Background: an optimization exercise with open tools, aiming at small area. Do not read the settings as production practice.
In this exercise RTL edits were held to simulation tests only and were not proved equivalent to the original.
Power figures rest on the tool's default switching activity, not on a simulated workload.

== build 15 ==
==> flow/design.v (excerpt) <==
module dual_adc_moving_average_scaler_unit (
	input  wire logic                   clk,
	input  wire logic                   arst_n,
	input  wire logic                   psel,
	input  wire logic                   penable,
	input  wire logic                   pwrite,
	input  wire logic [PADDR_W-1:0]     paddr,
	input  wire logic [PDATA_W-1:0]     pwdata,
	output logic      [PDATA_W-1:0]     prdata,
	output logic                        pready,
	input  wire logic                   in_valid,
	output logic                        in_ready,
	input  wire logic [SAMPLE_BITS-1:0] battery_sample,
	input  wire logic [SAMPLE_BITS-1:0] thermistor_sample,
	output logic                        out_valid,
	input  wire logic                   out_ready,
	output logic      [OUT_W-1:0]       battery_mv,
	output logic signed [OUT_W-1:0]     temperature_centi_c,
	output logic                        window_full
);
make LEC_CHECK=0 CAP_MARGIN=20 CORE_MARGIN=2 CORE_UTILIZATION=65 CTS_BUF_LIST='sky130_fd_sc_hd__clkbuf_4 sky130_fd_sc_hd__clkbuf_8' CTS_CLUSTER_SIZE=30 SLEW_MARGIN=20 finish   # period 10.0 ns
run.sh (not shown) runs the stock make flow with config.mk's settings and CLKGATE_MAP_FILE= SYNTH_SCRIPT=/design/flow/synth_recipe.tcl, a recipe that flattens the netlist after the stock synthesis.
Relative to build 15, the following input files were edited for build 65:
Settings: clearing CTS_BUF_LIST, which used to be sky130_fd_sc_hd__clkbuf_4 sky130_fd_sc_hd__clkbuf_8; clearing CTS_CLUSTER_SIZE, which used to be 30.
==> flow/flow/run.sh (new file) <==
#!/bin/bash
# Standard layout, with plain buf_1 port buffers and a clock tree without
# dummy loads. Every tool's output goes to a log file in this folder.
set -euo pipefail
export BUFFER_PORTS_ARGS="-buffer_cell sky130_fd_sc_hd__buf_1"
export CTS_ARGS="-sink_clustering_enable -repair_clock_nets -dont_use_dummy_load -sink_clustering_size 20 -sink_clustering_max_diameter 60 -buf_list sky130_fd_sc_hd__clkbuf_8"
bash standard.sh > standard.log 2>&1
==> flow/standard.sh (new file) <==
#!/bin/bash
# synth_recipe.tcl (not shown) runs the flow's synth.tcl, then flattens the netlist and writes it again
# the make line also repeats each setting of config.mk as NAME=value (left out here)
make -C /OpenROAD-flow-scripts/flow DESIGN_CONFIG=/design/flow/config.mk WORK_HOME=/design/flow/orfs CLKGATE_MAP_FILE= SYNTH_SCRIPT=/design/flow/synth_recipe.tcl "${@:-finish}"
removed: flow/run.sh
--- outcome ---
- Changes observed in build 65 relative to build 15: power went down; final instance area fell 1500 um^2; final-layout non-clock buffer area share lost 3.8 points.
- Looking at cell with the biggest individual delay on the critical path, the sky130_fd_sc_hd__buf_1 result is from build 65; the sky130_fd_sc_hd__clkdlybuf4s50_1 one comes from build 15.
Edits applied to the flow inputs when going from build 65 to build 9:
Settings: a change of CORE_UTILIZATION from 65 to 40; an added CTS_BUF_LIST of sky130_fd_sc_hd__clkbuf_4.
==> flow/run.sh (new file) <==
#!/bin/bash
# synth_recipe.tcl (not shown) runs the flow's synth.tcl, then flattens the netlist and writes it again
# the make line also repeats each setting of config.mk as NAME=value (left out here)
make -C /OpenROAD-flow-scripts/flow DESIGN_CONFIG=/design/flow/config.mk WORK_HOME=/design/flow/orfs CLKGATE_MAP_FILE= SYNTH_SCRIPT=/design/flow/synth_recipe.tcl finish
removed: flow/flow/run.sh
removed: flow/standard.sh
==> comparison <==
Compared build 9 against build 65; count of flip-flops and latches within noise. Looking at clock tree skew after final layout, build 9 sits 0.037 ns below build 65. [diff] die outline area, build 9 relative to build 65: regression. The initial antenna violation count of build 9 exceeds that of build 65 by 1.
### build 9 -> build 71
Settings: clearing CTS_BUF_LIST, which used to be sky130_fd_sc_hd__clkbuf_4.
==> flow/flow/run.sh (new file) <==
#!/bin/bash
# Standard layout, with plain buf_1 port buffers and a clock tree without
# dummy loads. Every tool's output goes to a log file in this folder.
set -euo pipefail
export BUFFER_PORTS_ARGS="-buffer_cell sky130_fd_sc_hd__buf_1"
export CTS_ARGS="-sink_clustering_enable -repair_clock_nets -dont_use_dummy_load -sink_clustering_size 30 -sink_clustering_max_diameter 100 -buf_list sky130_fd_sc_hd__clkbuf_16"
bash standard.sh > standard.log 2>&1
==> flow/standard.sh (new file) <==
#!/bin/bash
# synth_recipe.tcl (not shown) runs the flow's synth.tcl, then flattens the netlist and writes it again
# the make line also repeats each setting of config.mk as NAME=value (left out here)
make -C /OpenROAD-flow-scripts/flow DESIGN_CONFIG=/design/flow/config.mk WORK_HOME=/design/flow/orfs CLKGATE_MAP_FILE= SYNTH_SCRIPT=/design/flow/synth_recipe.tcl "${@:-finish}"
removed: flow/run.sh
==> run notes <==
Build 71: full flow OK, the timing, DRC and antenna checks passed. Build 71 vs build 9: final critical delay including setup and external delays down. Overall power consumption (higher): build 9. [compare] base=build 9 new=build 71: areal power density over the cells fell 19 nW/um^2; max-slew violation count about even; via total after detailed routing fell 619. Core util | build 71 vs build 9 | build 71 lower. The routed wire length of build 71 was superior to that of build 9. Cell area after layout: build 71 better than build 9. Net switching power figure: build 71 vs build 9 down 0.17 mW. Worst-path cell with the longest stage delay = sky130_fd_sc_hd__buf_1: build 71; worst-path cell with the longest stage delay = sky130_fd_sc_hd__clkdlybuf4s50_1: build 9. Going from build 9 to build 71, count of clock-buffer cells in the layout went down 117; met3 layer usage reported by global route went down 1.5 points.
### build 71 -> build 44
--- a/flow/flow/run.sh
+++ b/flow/flow/run.sh
@@ -6 +6 @@
-export CTS_ARGS="-sink_clustering_enable -repair_clock_nets -dont_use_dummy_load -sink_clustering_size 30 -sink_clustering_max_diameter 100 -buf_list sky130_fd_sc_hd__clkbuf_16"
+export CTS_ARGS="-sink_clustering_enable -repair_clock_nets -dont_use_dummy_load -sink_clustering_size 20 -sink_clustering_max_diameter 80 -buf_list sky130_fd_sc_hd__clkbuf_8"
Results
On cell area: build 44 sits below build 71. Going from build 71 to build 44, shortest period the worst path allows went down; worst setup slack went up; clock skew went up; first-iteration DRC count went up.


dual_adc_moving_average_scaler_unit, a different RTL version from the one above (not shown whole).
For scale: roughly 810 cells after synthesis, about 140 I/O pins.
// dual_adc_moving_average_scaler_unit
module dual_adc_moving_average_scaler_unit (
	input  wire logic                   clk,
	input  wire logic                   arst_n,
	input  wire logic                   psel,
	input  wire logic                   penable,
	input  wire logic                   pwrite,
	input  wire logic [PADDR_W-1:0]     paddr,
	input  wire logic [PDATA_W-1:0]     pwdata,
	output logic      [PDATA_W-1:0]     prdata,
	output logic                        pready,
	input  wire logic                   in_valid,
	output logic                        in_ready,
	input  wire logic [SAMPLE_BITS-1:0] battery_sample,
	input  wire logic [SAMPLE_BITS-1:0] thermistor_sample,
	output logic                        out_valid,
	input  wire logic                   out_ready,
	output logic      [OUT_W-1:0]       battery_mv,
	output logic signed [OUT_W-1:0]     temperature_centi_c,
	output logic                        window_full
);
Settings: LEC_CHECK=0, CAP_MARGIN=20, CORE_MARGIN=2, CORE_UTILIZATION=65, SLEW_MARGIN=20; clock period 10.0 ns.
standard.sh (not shown) runs the stock make flow with config.mk's settings and CLKGATE_MAP_FILE= SYNTH_SCRIPT=/design/flow/synth_recipe.tcl, a recipe that flattens the netlist after the stock synthesis.
==> flow/flow/run.sh <==
#!/bin/bash
# Standard layout, with plain buf_1 port buffers and a clock tree without
# dummy loads. Every tool's output goes to a log file in this folder.
set -euo pipefail
export BUFFER_PORTS_ARGS="-buffer_cell sky130_fd_sc_hd__buf_1"
export CTS_ARGS="-sink_clustering_enable -repair_clock_nets -dont_use_dummy_load -sink_clustering_size 20 -sink_clustering_max_diameter 60 -buf_list sky130_fd_sc_hd__clkbuf_8"
bash standard.sh > standard.log 2>&1
Rerun with:
==> flow/run.sh (new file) <==
#!/bin/bash
# synth_recipe.tcl (not shown) runs the flow's synth.tcl, then flattens the netlist and writes it again
# the make line also repeats each setting of config.mk as NAME=value (left out here)
make -C /OpenROAD-flow-scripts/flow DESIGN_CONFIG=/design/flow/config.mk WORK_HOME=/design/flow/orfs CLKGATE_MAP_FILE= SYNTH_SCRIPT=/design/flow/synth_recipe.tcl finish
--- a/flow/config.mk
+++ b/flow/config.mk
@@ -10,0 +11,3 @@
+export CTS_BUF_LIST = sky130_fd_sc_hd__clkbuf_8
+export CTS_CLUSTER_DIAMETER = 60
+export CTS_CLUSTER_SIZE = 20
removed: flow/flow/run.sh
removed: flow/standard.sh
What happened:
- total power came out higher by 5.0%
- worst setup slack is better by 150 ps
- clock power came out higher by 13%
- sequential cell count is unchanged
- count of clock-buffer cells in the layout came out higher by 1
- fmax came out higher by 1.6%
- synthesized cell count does not change
- register-to-register slack is better by 150 ps
- core utilization came out higher by 4.0 points
- final area came out higher by 5.7%
Rerun with:
==> flow/flow/run.sh (new file) <==
#!/bin/bash
# Standard layout, with plain buf_1 port buffers and a clock tree without
# dummy loads. Every tool's output goes to a log file in this folder.
set -euo pipefail
export BUFFER_PORTS_ARGS="-buffer_cell sky130_fd_sc_hd__buf_1"
export CTS_ARGS="-sink_clustering_enable -repair_clock_nets -dont_use_dummy_load -sink_clustering_size 10 -sink_clustering_max_diameter 40 -buf_list {sky130_fd_sc_hd__clkbuf_2 sky130_fd_sc_hd__clkbuf_4}"
bash standard.sh > standard.log 2>&1
==> flow/standard.sh (new file) <==
#!/bin/bash
# synth_recipe.tcl (not shown) runs the flow's synth.tcl, then flattens the netlist and writes it again
# the make line also repeats each setting of config.mk as NAME=value (left out here)
make -C /OpenROAD-flow-scripts/flow DESIGN_CONFIG=/design/flow/config.mk WORK_HOME=/design/flow/orfs CLKGATE_MAP_FILE= SYNTH_SCRIPT=/design/flow/synth_recipe.tcl "${@:-finish}"
--- a/flow/config.mk
+++ b/flow/config.mk
@@ -11,3 +10,0 @@
-export CTS_BUF_LIST = sky130_fd_sc_hd__clkbuf_8
-export CTS_CLUSTER_DIAMETER = 60
-export CTS_CLUSTER_SIZE = 20
removed: flow/run.sh
What happened: Synthesized area stays the same. First-iteration DRC count drops by about 5.4%. Worst setup slack gets worse by 27 ps. Non-clock buffer count climbs by 3. Die area stays the same. Global-route usage hardly moves. Design area drops by 5.2%.


Starting RTL as in the previous note.
## dual_adc_moving_average_scaler_unit
module dual_adc_moving_average_scaler_unit (
	input  wire logic                   clk,
	input  wire logic                   arst_n,
	input  wire logic                   psel,
	input  wire logic                   penable,
	input  wire logic                   pwrite,
	input  wire logic [PADDR_W-1:0]     paddr,
	input  wire logic [PDATA_W-1:0]     pwdata,
	output logic      [PDATA_W-1:0]     prdata,
	output logic                        pready,
	input  wire logic                   in_valid,
	output logic                        in_ready,
	input  wire logic [SAMPLE_BITS-1:0] battery_sample,
	input  wire logic [SAMPLE_BITS-1:0] thermistor_sample,
	output logic                        out_valid,
	input  wire logic                   out_ready,
	output logic      [OUT_W-1:0]       battery_mv,
	output logic signed [OUT_W-1:0]     temperature_centi_c,
	output logic                        window_full
);
export LEC_CHECK = 0
export CAP_MARGIN = 20
export CORE_MARGIN = 2
export CORE_UTILIZATION = 65
export GPL_TIMING_DRIVEN = 0
export SLEW_MARGIN = 20
create_clock -name core_clock -period 10.0 [get_ports {clk}]
==> flow/flow/run.sh <==
#!/bin/bash
# Standard layout, with plain buf_1 port buffers and a clock tree without
# dummy loads. Every tool's output goes to a log file in this folder.
set -euo pipefail
export BUFFER_PORTS_ARGS="-buffer_cell sky130_fd_sc_hd__buf_1"
export CTS_ARGS="-sink_clustering_enable -repair_clock_nets -dont_use_dummy_load -sink_clustering_size 20 -sink_clustering_max_diameter 60 -buf_list sky130_fd_sc_hd__clkbuf_8"
bash standard.sh > standard.log 2>&1
==> next run, changes <==
==> flow/flow/run.sh (replaced) <==
#!/bin/bash
# Standard layout, with plain buf_1 port buffers and a clock tree without
# dummy loads. Every tool's output goes to a log file in this folder.
set -euo pipefail
export BUFFER_PORTS_ARGS="-buffer_cell sky130_fd_sc_hd__buf_1"
export CTS_ARGS="-sink_clustering_enable -repair_clock_nets -dont_use_dummy_load -sink_clustering_size 16 -sink_clustering_max_diameter 50 -buf_list sky130_fd_sc_hd__clkbuf_8"
bash standard.sh > standard.log 2>&1
GPL_TIMING_DRIVEN = default   (was 0)
=>
- flip-flop and latch count stays the same
- design area drops by 0.85%
- final cell count fell by 2.5%
- global-route usage came out lower by 0.87 points
- wire length goes down by 3.6%
- worst setup slack gains 0.16 ns
- synthesized cell count stays the same
- non-clock buffer count drops by 36
- total power is higher by 0.90%
- via count goes down by 2.4%


dual_adc_moving_average_scaler_unit again, from the RTL that the note above started with.
==> flow/config.mk <==
export PLATFORM = sky130hd
export DESIGN_NAME = dual_adc_moving_average_scaler_unit
export DESIGN_NICKNAME = dual_adc_moving_average_scaler_unit
export VERILOG_FILES = /design/flow/design.v
export SDC_FILE = /design/flow/constraint.sdc
export NUM_CORES = 4
export LEC_CHECK = 0
export CAP_MARGIN = 20
export CORE_MARGIN = 2
export CORE_UTILIZATION = 75
export SLEW_MARGIN = 20
==> flow/constraint.sdc <==
create_clock -name core_clock -period 10.0 [get_ports {clk}]
set_input_delay 2.0000 -clock core_clock [delete_from_list [all_inputs] [get_ports {clk}]]
set_output_delay 2.0000 -clock core_clock [all_outputs]
set_load 0.01 [all_outputs]
==> flow/flow/run.sh <==
#!/bin/bash
# Standard layout, with plain buf_1 port buffers and a clock tree without
# dummy loads. Every tool's output goes to a log file in this folder.
set -euo pipefail
export BUFFER_PORTS_ARGS="-buffer_cell sky130_fd_sc_hd__buf_1"
export CTS_ARGS="-sink_clustering_enable -repair_clock_nets -dont_use_dummy_load -sink_clustering_size 18 -sink_clustering_max_diameter 50 -buf_list sky130_fd_sc_hd__clkbuf_8"
bash standard.sh > standard.log 2>&1
Edit:
==> flow/flow/run.sh (replaced) <==
#!/bin/bash
# Standard layout, with plain buf_1 port buffers and a clock tree without
# dummy loads. Every tool's output goes to a log file in this folder.
set -euo pipefail
export BUFFER_PORTS_ARGS="-buffer_cell sky130_fd_sc_hd__buf_1"
export CTS_ARGS="-sink_clustering_enable -repair_clock_nets -dont_use_dummy_load -sink_clustering_size 20 -sink_clustering_max_diameter 60 -buf_list sky130_fd_sc_hd__clkbuf_8"
bash standard.sh > standard.log 2>&1
--- a/flow/config.mk
+++ b/flow/config.mk
@@ -7,5 +7,5 @@
 export LEC_CHECK = 0
-export CAP_MARGIN = 20
+export CAP_MARGIN = 0
 export CORE_MARGIN = 2
-export CORE_UTILIZATION = 75
-export SLEW_MARGIN = 20
+export CORE_UTILIZATION = 65
+export SLEW_MARGIN = 0
Result: Count of clock-buffer cells in the layout drops by 2. Power decreases by 1.8%. Synthesized area is unchanged. Utilization fell by 12 points. Worst setup slack improved by 14 ps. Cell area is about the same. First-iteration DRC count decreases by 26%. Combinational power is lower by about 3%. Non-clock buffer count stays the same.

separate check: timing with driven ports:
How much do the figures lean on ideal ports? The routed layouts below were timed once more, with nothing changed but the port constraints.
Step 1, drivers: a clkbuf_16 drives clk and a buf_2 each remaining input, both assumed.
Step 2, shift: input delay + t, output delay - t, t = (earliest + latest rising clock arrival at the registers) / 2. This alone moves slack from input paths to output paths.
Slacks: ideal ports / drivers / drivers and shift; pairs: ideal ports / drivers.
run | shift t [ns] | setup slack, ns | worst setup path after step 2 | cell pins on the clock port's net
build 15 | 0.606 | 3.717 / 3.695 / 3.695 | input to output | 1
build 65 | 0.590 | 4.381 / 4.353 / 4.353 | input to output | 1
build 9 | 0.744 | 3.776 / 3.752 / 3.752 | input to output | 1
build 71 | 0.541 | 4.419 / 4.391 / 4.391 | input to output | 1
build 44 | 0.596 | 4.423 / 4.394 / 4.394 | input to output | 1
the first run of note 2 | 0.586 | 0.529 / 0.529 / 0.529 | register to register | 1
the second run of note 2 | 0.601 | 0.682 / 0.682 / 0.682 | register to register | 1
the third run of note 2 | 0.649 | 0.655 / 0.655 / 0.655 | register to register | 1
the first run of note 3 | 0.574 | 0.468 / 0.468 / 0.468 | register to register | 1
the second run of note 3 | 0.578 | 0.626 / 0.626 / 0.626 | register to register | 1
the first run of note 4 | 0.582 | 0.509 / 0.509 / 0.509 | register to register | 1
the second run of note 4 | 0.587 | 0.523 / 0.523 / 0.523 | register to register | 1
After both steps setup and hold are still met in every run listed. For build 44, which loses most, drivers alone change the setup slack by -0.029 ns; drivers and shift together by -0.029 ns.
